From an optimization exercise on the open Yosys and OpenROAD flow, aimed at small area; shortcuts taken in it are not production practice.
Function was checked by simulation only, so behaviour that the tests miss may differ from the original.
Power figures rest on the tool's default switching activity, not on a simulated workload.

// fifo_kband_out_sc
module fifo_kband_out_sc #(
    parameter int IN_WIDTH   = 512,
    parameter int RATIO      = 4,
    parameter int DEPTH      = 8,
    parameter int AF_THRESH  = 6,
    parameter int SHOW_AHEAD = 0
) (
    input  logic                                clk,
    input  logic                                reset,
    input  logic [IN_WIDTH-1:0]                 data,
    input  logic                                wrreq,
    input  logic                                rdreq,
    output logic [IN_WIDTH/RATIO-1:0]           q,
    output logic [$clog2(DEPTH+1)-1:0]          wrusedw,
    output logic [$clog2(DEPTH*RATIO+1)-1:0]    rdusedw,
    output logic                                rdempty,
    output logic                                wrfull,
    output logic                                almost_full,
    output logic                                overflow,
    output logic                                underflow
);
For scale: roughly 4200 flip-flops, ~660 I/O pins, roughly 150000 um2 of cells after synthesis.
==> flow/config.mk <==
export PLATFORM = sky130hd
export DESIGN_NAME = fifo_kband_out_sc
export DESIGN_NICKNAME = fifo_kband_out_sc
export VERILOG_FILES = /design/flow/design.v
export SDC_FILE = /design/flow/constraint.sdc
export NUM_CORES = 4
export LEC_CHECK = 0
export CAP_MARGIN = 5
export CORE_MARGIN = 2
export CORE_UTILIZATION = 60
export CTS_BUF_LIST = sky130_fd_sc_hd__clkbuf_8
export CTS_CLUSTER_DIAMETER = 60
export CTS_CLUSTER_SIZE = 16
export PLACE_DENSITY = 0.72
export SLEW_MARGIN = 5
export SYNTH_HIERARCHICAL = 1
export SYNTH_MINIMUM_KEEP_SIZE = 0
==> flow/constraint.sdc <==
create_clock -name core_clock -period 6.0 [get_ports {clk}]
set_input_delay 1.2000 -clock core_clock [delete_from_list [all_inputs] [get_ports {clk}]]
set_output_delay 1.2000 -clock core_clock [all_outputs]
set_load 0.01 [all_outputs]
standard.sh (not shown) runs the stock make flow with config.mk's settings and CLKGATE_MAP_FILE= SYNTH_SCRIPT=/design/flow/synth_recipe.tcl, a recipe that flattens the netlist after the stock synthesis.
==> flow/flow/run.sh <==
#!/bin/bash
# Own layout flow: the standard ORFS flow (standard synthesis unchanged),
# with two layout-only changes:
#   * port buffers use the smallest buffer cell instead of ORFS's default pick;
#   * clock tree synthesis does not add dummy loads.
# All make/tool output goes to flow_make.log in the work folder; ORFS's own
# per-step logs stay under orfs/logs/.
set -euo pipefail
cts_args="-sink_clustering_enable -repair_clock_nets -dont_use_dummy_load"
cts_args+=" -sink_clustering_size 16 -sink_clustering_max_diameter 60"
cts_args+=" -buf_list {sky130_fd_sc_hd__clkbuf_8}"
bash standard.sh \
    "BUFFER_PORTS_ARGS=-buffer_cell sky130_fd_sc_hd__buf_1" \
    "CTS_ARGS=$cts_args" \
    finish > flow_make.log 2>&1
Next try:
Settings changed: CAP_MARGIN 5 to 20, CORE_UTILIZATION 60 to 70, PLACE_DENSITY 0.72 to 0.8, SLEW_MARGIN 5 to 20.
Outcome: Design area is lower by 0.34%. Power is about the same. Core utilization went up by 10 points. Cell count came out lower by 4.4%. Die area came out lower by 14%. Clock skew is lower by 0.031 ns. Via count is higher by 1.3%. Clock power hardly moves. First-iteration DRC count is higher by 9.9%. Maximum frequency drops by 0.77%.
Next try:
--- a/flow/flow/run.sh
+++ b/flow/flow/run.sh
@@ -9,3 +9,3 @@
 cts_args="-sink_clustering_enable -repair_clock_nets -dont_use_dummy_load"
-cts_args+=" -sink_clustering_size 16 -sink_clustering_max_diameter 60"
+cts_args+=" -sink_clustering_size 18 -sink_clustering_max_diameter 60"
 cts_args+=" -buf_list {sky130_fd_sc_hd__clkbuf_8}"
Settings changed: CORE_UTILIZATION 70 to 60, CTS_CLUSTER_SIZE 16 to 18, PLACE_DENSITY 0.8 to 0.72.
=> Clock power is about the same. Cell count goes up by a few percent. Die area goes up by about a fifth. Power goes down slightly. Setup slack gains 0.088 ns. Clock skew goes down by 0.0072 ns. Clock-buffer cell count goes down by 23. Maximum frequency goes up by a few percent. Synthesized area is unchanged. Cell area is about the same. Routed wire length goes up by a few percent.
Next try:
--- a/flow/flow/run.sh
+++ b/flow/flow/run.sh
@@ -9,4 +9,4 @@
 cts_args="-sink_clustering_enable -repair_clock_nets -dont_use_dummy_load"
-cts_args+=" -sink_clustering_size 18 -sink_clustering_max_diameter 60"
-cts_args+=" -buf_list {sky130_fd_sc_hd__clkbuf_8}"
+cts_args+=" -sink_clustering_size 28 -sink_clustering_max_diameter 80"
+cts_args+=" -buf_list {sky130_fd_sc_hd__clkbuf_16}"
 bash standard.sh \
Settings changed: CTS_BUF_LIST sky130_fd_sc_hd__clkbuf_8 to sky130_fd_sc_hd__clkbuf_16, CTS_CLUSTER_DIAMETER 60 to 80, CTS_CLUSTER_SIZE 18 to 28.
=> Flip-flop and latch count does not change. Wire length is about the same. Clock skew climbs by 0.0049 ns. Die area stays the same. Design area hardly moves.
Next try:
==> flow/run.sh (new file) <==
#!/bin/bash
# synth_recipe.tcl (not shown) runs the flow's synth.tcl, then flattens the netlist and writes it again
# the make line also repeats each setting of config.mk as NAME=value (left out here)
make -C /OpenROAD-flow-scripts/flow DESIGN_CONFIG=/design/flow/config.mk WORK_HOME=/design/flow/orfs CLKGATE_MAP_FILE= SYNTH_SCRIPT=/design/flow/synth_recipe.tcl finish
Settings changed: CTS_BUF_LIST sky130_fd_sc_hd__clkbuf_16 to sky130_fd_sc_hd__clkbuf_8, CTS_CLUSTER_DIAMETER 80 to 60, CTS_CLUSTER_SIZE 28 to 16.
removed: flow/flow/run.sh
removed: flow/standard.sh
First-iteration DRC count grows by a few percent. Cell area grows by a few percent. Total power grows by a few percent. Clock-buffer cell count grows by 155.

==> separate check: timing with driven ports <==
No port has a modelled driver above. Below, the same layouts with a new extraction and two added sets of constraints.
Step 1, drivers: a clkbuf_16 drives clk and a buf_2 each remaining input, both assumed.
Step 2, shift: input delay + t, output delay - t, t = (earliest + latest rising clock arrival at the registers) / 2. This alone moves slack from input paths to output paths.
a / b / c = no drivers / after step 1 / after step 2; a / b = the first two.
run | t, ns | setup WS [ns] | clock arrival spread, ns
the first run | 1.169 | 2.697 / 2.697 / 1.633 | 0.140 / 0.141
the second run | 1.178 | 2.672 / 2.661 / 1.606 | 0.102 / 0.102
the third run | 1.151 | 2.760 / 2.765 / 1.675 | 0.125 / 0.125
the fourth run | 0.948 | 2.558 / 2.631 / 1.682 | 0.121 / 0.121
the fifth run | 1.196 | 2.204 / 2.282 / 1.086 | 0.104 / 0.103
After both steps setup and hold are still met in every run listed. The setup slack of the fifth run, which loses most, moves by +0.078 ns with the drivers and by -1.118 ns with both steps.
